Source: an optimization exercise on an open RTL-to-GDS flow (aim: small area, a short achievable clock period and few clock cycles per item). Production flows keep margins and buffers that such runs may drop.
No run shown here included a check of the RTL's function; only the layout flow was run.
Power is estimated from default activity; no workload was simulated.

--- flow/design.v ---
module add32 (input logic [31:0] a, input logic [31:0] b, output logic [31:0] s, output logic co);
    logic [31:0] p0, g0;
    assign p0 = a ^ b;
    assign g0 = a & b;
    wire g1_1 = g0[1] | (p0[1] & g0[0]);
    wire g1_3 = g0[3] | (p0[3] & g0[2]);
    wire p1_3 = p0[3] & p0[2];
    wire g1_5 = g0[5] | (p0[5] & g0[4]);
    wire p1_5 = p0[5] & p0[4];
    wire g1_7 = g0[7] | (p0[7] & g0[6]);
    wire p1_7 = p0[7] & p0[6];
    wire g1_9 = g0[9] | (p0[9] & g0[8]);
    wire p1_9 = p0[9] & p0[8];
    wire g1_11 = g0[11] | (p0[11] & g0[10]);
    wire p1_11 = p0[11] & p0[10];
    wire g1_13 = g0[13] | (p0[13] & g0[12]);
    wire p1_13 = p0[13] & p0[12];
    wire g1_15 = g0[15] | (p0[15] & g0[14]);
    wire p1_15 = p0[15] & p0[14];
    wire g1_17 = g0[17] | (p0[17] & g0[16]);
    wire p1_17 = p0[17] & p0[16];
    wire g1_19 = g0[19] | (p0[19] & g0[18]);
    wire p1_19 = p0[19] & p0[18];
    wire g1_21 = g0[21] | (p0[21] & g0[20]);
    wire p1_21 = p0[21] & p0[20];
    wire g1_23 = g0[23] | (p0[23] & g0[22]);
    wire p1_23 = p0[23] & p0[22];
    wire g1_25 = g0[25] | (p0[25] & g0[24]);
    wire p1_25 = p0[25] & p0[24];
    wire g1_27 = g0[27] | (p0[27] & g0[26]);
    wire p1_27 = p0[27] & p0[26];
    wire g1_29 = g0[29] | (p0[29] & g0[28]);
    wire p1_29 = p0[29] & p0[28];
    wire g1_31 = g0[31] | (p0[31] & g0[30]);
    wire p1_31 = p0[31] & p0[30];
    wire g2_3 = g1_3 | (p1_3 & g1_1);
    wire g2_7 = g1_7 | (p1_7 & g1_5);
    wire p2_7 = p1_7 & p1_5;
    wire g2_11 = g1_11 | (p1_11 & g1_9);
    wire p2_11 = p1_11 & p1_9;
    wire g2_15 = g1_15 | (p1_15 & g1_13);
    wire p2_15 = p1_15 & p1_13;
    wire g2_19 = g1_19 | (p1_19 & g1_17);
    wire p2_19 = p1_19 & p1_17;
    wire g2_23 = g1_23 | (p1_23 & g1_21);
    wire p2_23 = p1_23 & p1_21;
    wire g2_27 = g1_27 | (p1_27 & g1_25);
    wire p2_27 = p1_27 & p1_25;
    wire g2_31 = g1_31 | (p1_31 & g1_29);
    wire p2_31 = p1_31 & p1_29;
    wire g3_7 = g2_7 | (p2_7 & g2_3);
    wire g3_15 = g2_15 | (p2_15 & g2_11);
    wire p3_15 = p2_15 & p2_11;
    wire g3_23 = g2_23 | (p2_23 & g2_19);
    wire p3_23 = p2_23 & p2_19;
    wire g3_31 = g2_31 | (p2_31 & g2_27);
    wire p3_31 = p2_31 & p2_27;
    wire g4_15 = g3_15 | (p3_15 & g3_7);
    wire g4_31 = g3_31 | (p3_31 & g3_23);
    wire p4_31 = p3_31 & p3_23;
    wire g5_31 = g4_31 | (p4_31 & g4_15);
    wire g6_23 = g3_23 | (p3_23 & g4_15);
    wire g7_11 = g2_11 | (p2_11 & g3_7);
    wire g7_19 = g2_19 | (p2_19 & g4_15);
    wire g7_27 = g2_27 | (p2_27 & g6_23);
    wire g8_5 = g1_5 | (p1_5 & g2_3);
    wire g8_9 = g1_9 | (p1_9 & g3_7);
    wire g8_13 = g1_13 | (p1_13 & g7_11);
    wire g8_17 = g1_17 | (p1_17 & g4_15);
    wire g8_21 = g1_21 | (p1_21 & g7_19);
    wire g8_25 = g1_25 | (p1_25 & g6_23);
    wire g8_29 = g1_29 | (p1_29 & g7_27);
    wire g9_2 = g0[2] | (p0[2] & g1_1);
    wire g9_4 = g0[4] | (p0[4] & g2_3);
    wire g9_6 = g0[6] | (p0[6] & g8_5);
    wire g9_8 = g0[8] | (p0[8] & g3_7);
    wire g9_10 = g0[10] | (p0[10] & g8_9);
    wire g9_12 = g0[12] | (p0[12] & g7_11);
    wire g9_14 = g0[14] | (p0[14] & g8_13);
    wire g9_16 = g0[16] | (p0[16] & g4_15);
    wire g9_18 = g0[18] | (p0[18] & g8_17);
    wire g9_20 = g0[20] | (p0[20] & g7_19);
    wire g9_22 = g0[22] | (p0[22] & g8_21);
    wire g9_24 = g0[24] | (p0[24] & g6_23);
    wire g9_26 = g0[26] | (p0[26] & g8_25);
    wire g9_28 = g0[28] | (p0[28] & g7_27);
    wire g9_30 = g0[30] | (p0[30] & g8_29);
    assign s[0] = p0[0];
    assign s[1] = p0[1] ^ g0[0];
    assign s[2] = p0[2] ^ g1_1;
    assign s[3] = p0[3] ^ g9_2;
    assign s[4] = p0[4] ^ g2_3;
    assign s[5] = p0[5] ^ g9_4;
    assign s[6] = p0[6] ^ g8_5;
    assign s[7] = p0[7] ^ g9_6;
    assign s[8] = p0[8] ^ g3_7;
    assign s[9] = p0[9] ^ g9_8;
    assign s[10] = p0[10] ^ g8_9;
    assign s[11] = p0[11] ^ g9_10;
    assign s[12] = p0[12] ^ g7_11;
    assign s[13] = p0[13] ^ g9_12;
    assign s[14] = p0[14] ^ g8_13;
    assign s[15] = p0[15] ^ g9_14;
    assign s[16] = p0[16] ^ g4_15;
    assign s[17] = p0[17] ^ g9_16;
    assign s[18] = p0[18] ^ g8_17;
    assign s[19] = p0[19] ^ g9_18;
    assign s[20] = p0[20] ^ g7_19;
    assign s[21] = p0[21] ^ g9_20;
    assign s[22] = p0[22] ^ g8_21;
    assign s[23] = p0[23] ^ g9_22;
    assign s[24] = p0[24] ^ g6_23;
    assign s[25] = p0[25] ^ g9_24;
    assign s[26] = p0[26] ^ g8_25;
    assign s[27] = p0[27] ^ g9_26;
    assign s[28] = p0[28] ^ g7_27;
    assign s[29] = p0[29] ^ g9_28;
    assign s[30] = p0[30] ^ g8_29;
    assign s[31] = p0[31] ^ g9_30;
    assign co = g5_31;
endmodule
module vadd_pipe_kernel #(
    parameter int C_DATA_WIDTH = 512,
    parameter int C_LANE_WIDTH = 32,
    parameter int C_STAGES     = 1
) (
    input  logic                    clk,
    input  logic                    reset,
    output logic                    in_ready,
    input  logic                    in_avail,
    input  logic [C_DATA_WIDTH-1:0] in_data,
    input  logic                    out_ready,
    output logic                    out_avail,
    output logic [C_DATA_WIDTH-1:0] out_data,
    input  logic [C_LANE_WIDTH-1:0] cfg_addend,
    input  logic                    cfg_clear,
    output logic [31:0]             beat_count,
    output logic                    ovf_sticky
);
    localparam int N_LANES = C_DATA_WIDTH / C_LANE_WIDTH;
    logic                    valid_q;
    logic [C_DATA_WIDTH-1:0] data_q;
    logic [C_DATA_WIDTH-1:0] lane_result;
    logic [N_LANES-1:0]      lane_carry;
    logic                    load;
    for (genvar i = 0; i < N_LANES; i++) begin : g_lane
        add32 u_add (
            .a (in_data[i*C_LANE_WIDTH +: C_LANE_WIDTH]),
            .b (cfg_addend),
            .s (lane_result[i*C_LANE_WIDTH +: C_LANE_WIDTH]),
            .co(lane_carry[i])
        );
    end
    assign load      = !valid_q || out_ready;
    assign in_ready  = load;
    assign out_avail = valid_q;
    assign out_data  = data_q;
    always_ff @(posedge clk) begin
        if (!reset) valid_q <= 1'b0;
        else if (load) valid_q <= in_avail;
    end
    always_ff @(posedge clk) begin
        if (load) data_q <= lane_result;
    end
    always_ff @(posedge clk) begin
        if (!reset || cfg_clear) begin
            beat_count <= '0;
            ovf_sticky <= 1'b0;
        end else begin
            if (valid_q && out_ready) beat_count <= beat_count + 32'd1;
            if (in_avail && load && (|lane_carry)) ovf_sticky <= 1'b1;
        end
    end
endmodule
--- flow/constraint.sdc ---
create_clock -name core_clock -period 5.5 [get_ports {clk}]
set_input_delay 1.1000 -clock core_clock [delete_from_list [all_inputs] [get_ports {clk}]]
set_output_delay 1.1000 -clock core_clock [all_outputs]
set_load 0.01 [all_outputs]
--- flow/flow/pins.tcl ---
# Keep the combinational handshake pair (out_ready -> in_ready) side by side.
set_io_pin_constraint -group -order -pin_names {out_ready in_ready}
--- flow/standard.sh ---
#!/bin/bash
# synth_recipe.tcl (not shown) runs the flow's synth.tcl, then flattens the netlist and writes it again
# the make line also repeats each setting of config.mk as NAME=value (left out here)
make -C /OpenROAD-flow-scripts/flow DESIGN_CONFIG=/design/flow/config.mk WORK_HOME=/design/flow/orfs CLKGATE_MAP_FILE= SYNTH_SCRIPT=/design/flow/synth_recipe.tcl "${@:-finish}"
--- flow/config.mk ---
export PLATFORM = sky130hd
export DESIGN_NAME = vadd_pipe_kernel
export DESIGN_NICKNAME = vadd_pipe_kernel
export VERILOG_FILES = /design/flow/design.v
export SDC_FILE = /design/flow/constraint.sdc
export NUM_CORES = 4
export LEC_CHECK = 0
export CAP_MARGIN = 20
export CORE_MARGIN = 2
export CORE_UTILIZATION = 50
export SETUP_SLACK_MARGIN = 2.8
export SLEW_MARGIN = 20
--- flow/flow/run.sh ---
#!/bin/bash
# Own layout flow: the standard ORFS flow (standard synthesis unchanged), with
#  - every port buffered by a small buffer (buf_1) instead of the default pick,
#  - in_ready and out_ready pins kept next to each other (their path is combinational),
# Each step's full output goes to a log file in the work folder.
set -euo pipefail
W=$(pwd)
bash standard.sh finish \
  "BUFFER_PORTS_ARGS=-buffer_cell sky130_fd_sc_hd__buf_1" \
  "PRE_IO_PLACEMENT_TCL=$W/flow/pins.tcl" \
  > "$W/standard.log" 2>&1
==> results of run 1 <==
## cells in the mapped netlist, types with 14 or more instances
library cell    n  area, um^2
a21oi_1       210        1050
inv_1         227         852
edfxtp_1      512       15400
nand4_1        44         275
fa_1          256        5120
nand3_1        47         235
ha_1          497        6220
o21bai_1       21         158
o21ai_0       123         616
a211oi_1       22         165
a31oi_1        15        93.8
nor2_1         96         360
a31o_2         14         123
xnor2_1        93         815
and3_1         23         144
nand2b_1       23         144
nand2_1       159         597
xor2_1        173        1520
and4_1         19         166
dfxtp_1        34         681
nor3_1         27         135
a21o_1        133         998
nor2b_1        19         119
## logic make-up after synthesis
family	after synthesis	share of synthesized area
xor gates and xnor gates	266	0.0629
AOI/OAI and AO/OA	632	0.108
DFF	546	0.434
muxes	1	0.000270
buffers and inverters	232	0.0235
adders and majority gates	753	0.306
and+or+nand+nor	495	0.0655
==> impl_results.md, run 1 <==
- Die X-Extent: 276 um
- Register area share after synthesis: 0.434
- EDFF count, synth: 512
- Yosys warns: 1
- Syn Inst Count: 2925
- Mapped cell area: 37000 um^2
- Fail Step: 3_2_place_iop
- Error: [ERROR PPL-0024] Number of IO pins (1096) exceeds maximum number of available positions (994). Increase the die perimeter from 1104.62um to 1490.56um.
- Syn Nets: 4227
- Status: aborted with a tool error
- Die height: 276 um
- Avg Inst Size Synth: 12.7 um^2
- Yosys reg bits: 546
- Asr flop ratio synth: 0
- Main synth FF type: edfxtp_1
- Row cnt: 99
- Post-synth cell types: 69
- Starting Density: 0.507
==> inputs of run 2 (changes only) <==
--- a/flow/flow/run.sh
+++ b/flow/flow/run.sh
@@ -10,2 +10,3 @@
   "PRE_IO_PLACEMENT_TCL=$W/flow/pins.tcl" \
+  "PLACE_PINS_ARGS=-min_distance 1 -min_distance_in_tracks" \
   > "$W/standard.log" 2>&1
==> run 2 against run 1 <==
Against the previous run:
- synthesized area stayed put
- synthesized cell count stayed put
- now clean on timing, DRC and antenna
==> impl_results.md, run 2 <==
- Reg2reg path depth: 11
- Hold-fix buffers at CTS: 0
- XOR/XNOR share of the synthesized area: 0.0629 (unchanged)
- Yosys warns: 1 (unchanged)
- Placer Congestion: 0.994
- Static Leak: 0.0205 uW
- Avg Inst Size Synth: 12.7 um^2 (unchanged)
- Largest net degree at the start of global routing: 158
- Num ports: 1096
- Die Area: 76300 um^2
- Area grow syn2layout: 34.8%
- Status: timing/DRC/antenna clean (was aborted with a tool error)
- Register area share after synthesis: 0.434 (unchanged)
- Reg2reg start: ovf_sticky
- Compound-Gate Fraction of Synth Area: 0.108 (unchanged)
- CTS tree: yes
- Mapped cell area: 37000 um^2 (unchanged)
- Final setup viols: 0
- Arr. time, crit path: 4.61 ns
- Top Registers: data_q: 512 flops, beat_count: 32 flops
- Final WL: 142000 um
- DRT antenna net count: 0
- HPWL after DPL: 111000 um
- Syn Nets: 4227 (unchanged)
- Reg2reg setup slack: 2.82 ns
- Max cap viols: 0
- PnR Total Power: 14800 uW
- Tightest Hold Check Type: register to register
- First drt pass iteration count: 5
- Post-synth cell types: 69 (unchanged)
- Core ar.: 73100 um^2
- Synth area leader: edfxtp_1 (unchanged)
- Via count: 30663
- Vias in the first global route: 29645
- CP Launch Type: primary input
- Clock Tree Root: clkbuf_16
- Max FFs per register: 512
- Biggest register: data_q
- # clock sinks: 546
- Starting Density: 0.507 (unchanged)
- CP Capture Point: data_q[151]
- EDFF count, synth: 512 (unchanged)
- Crit path kind: primary input to register
- Clock Latency Late Sink: 0.61 ns
- Max Slew Vio Count: 0
- TritonCTS Buffers: 66
- Max-slew headroom: 0.267
- Crit end category: register
- Longest Clk Path Bufs: 3
- H-tree depth: 3
- Power Density: 297 nW/um^2
- Worst-path maximum fanout: 4
- Fillers: 5808
- Reg2reg end: ovf_sticky
- DR vias/cell: 5.61
- Layout cell share with drive strength beyond 1: 0.196
- GRT Util Overall: 0.363
- Nets: 5687
- Clock slew at reported path FFs: 0.06 ns
- First-pass GRT wire length: 200000 um
- Leading cell type in the layout, fill and taps excluded: buf_1
- Mux cell area share after synthesis: 0.000270 (unchanged)
- Main synth FF type: edfxtp_1 (unchanged)
- RSZ-0062 raised after global routing: yes
- Adder-cell share of the synthesized area: 0.306 (unchanged)
- Final Hold Fails: 0
- DR iter-0 viols: 2331
- Worst Tran Pin Value: 1.10 ns
- Final Cell Area: 49900 um^2
- Syn Inst Count: 2925 (unchanged)
- PortBufs: 1095
- Grt ovf: 0
- Crit path from: cfg_addend[0]
- Drt wl/cell: 26.0 um
- Die height: 276 um (unchanged)
- Period utilisation layout: 0.775
- Synth Area in Simple Gates: 0.0655 (unchanged)
- Asr flop ratio synth: 0 (unchanged)
- Row cnt: 99 (unchanged)
- Placed Area: 43700 um^2
- Largest family of logic cells by synthesized area: adder cells (unchanged)
- Post-synth top cells: edfxtp_1 (512), ha_1 (497), fa_1 (256) (unchanged)
- Worst EP required: 5.85 ns
- Most frequent cells in the layout: buf_1 (1075), edfxtp_1 (512), ha_1 (480), inv_1 (200), fa_2 (185)
- Yosys reg bits: 546 (unchanged)
- Die X-Extent: 276 um (unchanged)
- Antenna violations before repair: 91
- Final min period: 4.26 ns
- Worst Skew: 0.0149 ns
- Area contributors post-synth: edfxtp_1 (42%), ha_1 (17%), fa_1 (14%) (unchanged)
- Remaining DRCs: 0
- Most numerous cell in the Yosys netlist: edfxtp_1 (unchanged)
- Synth top area share: 0.415 (unchanged)
- FMAX: 235 MHz
- Post-Route Utilization: 0.683
- Max IR drop VDD: 0.214 mV
==> run 2: per-layer routing <==
| metal | routed length [um] | GRT usage | vias to the layer above |
|---|---|---|---|
| li1 | - | - | 13784 |
| met1 | 54200 | 0.452 | 14828 |
| met2 | 59100 | 0.508 | 1598 |
| met3 | 17000 | 0.153 | 409 |
| met4 | 11200 | 0.257 | 44 |
| met5 | 294 | 0.00876 | - |
==> run 2: layout make-up <==
cell class | instances | area [um^2] | share of cell area
clock buffers | 89 | 1840 | 0.0369
clock inverters | 27 | 186 | 0.00374
repair buffers | 1396 | 7200 | 0.144
inverters | 227 | 871 | 0.0174
multi-input cells | 2148 | 22400 | 0.448
diodes | 72 | 180 | 0.00361
flip-flops and latches | 546 | 16100 | 0.322
well taps | 959 | 1200 | 0.0240
==> run 2: critical path, cell delays in order <==
cell	delay (ns)
clkbuf_16	0.14
buf_8	0.13
ha_4	0.15
fa_2	0.36
a21oi_2	0.16
o211ai_1	0.23
or3_4	0.41
a221o_1	0.32
a21o_1	0.22
a31o_4	0.29
a31oi_4	0.22
buf_6	0.14
nor2b_1	0.04
o21ai_1	0.11
nand2b_1	0.08
fa_2	0.34
xor2_1	0.17
==> run 2: kinds of logic after synthesis <==
logic type / after synthesis
compound gates: 632
fa+ha+maj: 753
mux: 1
flops: 546
buf+inv: 232
xor+xnor: 266
simple gates: 495
==> run 2: power breakdown <==
group          total (uW)  switching [uW]  internal, uW
Clock                4260            1820          2440
Sequential           5880             294          5590
Combinational        4690            2880          1810
Total               14800            5000          9840
==> run 2: through the flow <==
| step | hold WS [ns] | worst slack (ns) | cells | setup TNS (ns) |
|---|---|---|---|---|
| floorplan | 0.510 | -0.230 | 2925 | -0.230 |
| global placement | 0.489 | 0.218 | 5044 | 0 |
| detailed placement | 0.500 | 0.209 | 5044 | 0 |
| CTS | 0.508 | 1.24 | 5293 | 0 |
| global route | 0.542 | 1.19 | 5449 | 0 |
| finish | 0.500 | 1.24 | 5464 | 0 |
==> run 2: worst min path at each step <==
stage | slack, ns | end | startpoint | depth (start not counted)
2_1_floorplan | 0.51 | beat_count[25] | beat_count[25] | 2
3_3_place_gp | 0.49 | beat_count[25] | beat_count[25] | 2
3_5_place_dp | 0.50 | beat_count[30] | beat_count[30] | 2
4_1_cts | 0.51 | beat_count[25] | beat_count[25] | 2
5_1_grt | 0.54 | beat_count[25] | beat_count[25] | 2
6_report | 0.50 | beat_count[8] | beat_count[8] | 2
==> run 2: repair_timing <==
action,4_1_cts,5_1_grt
gates cloned,2,0
setup endpoints to repair,391,409
resized for setup,381,182
pin swaps,214,167
buffers inserted,131,99

separate check: timing with driven ports:
In the flow no input, the clock included, has a driving cell. The finished layout below was timed again as built, in two steps.
Step 1 assumes that a clkbuf_16 drives the clock port and a buf_2 every other input.
Step 2 adds t to the input delays and takes it off the output delays; t is the mean of the earliest and latest rising clock arrival at the registers after step 1. Input paths then give back, and output paths get back, about the clock's delay inside the block.
Three values: ideal ports, drivers, drivers and shift; two values: the first two.
run: run 2
t, ns: 0.663
setup WS [ns]: 1.238 / 1.259 / 0.596
cell pins on the clock port's net: 1
After both steps setup and hold are still met in run 2. The setup slack of run 2 moves by +0.021 ns with the drivers and by -0.642 ns with both steps.
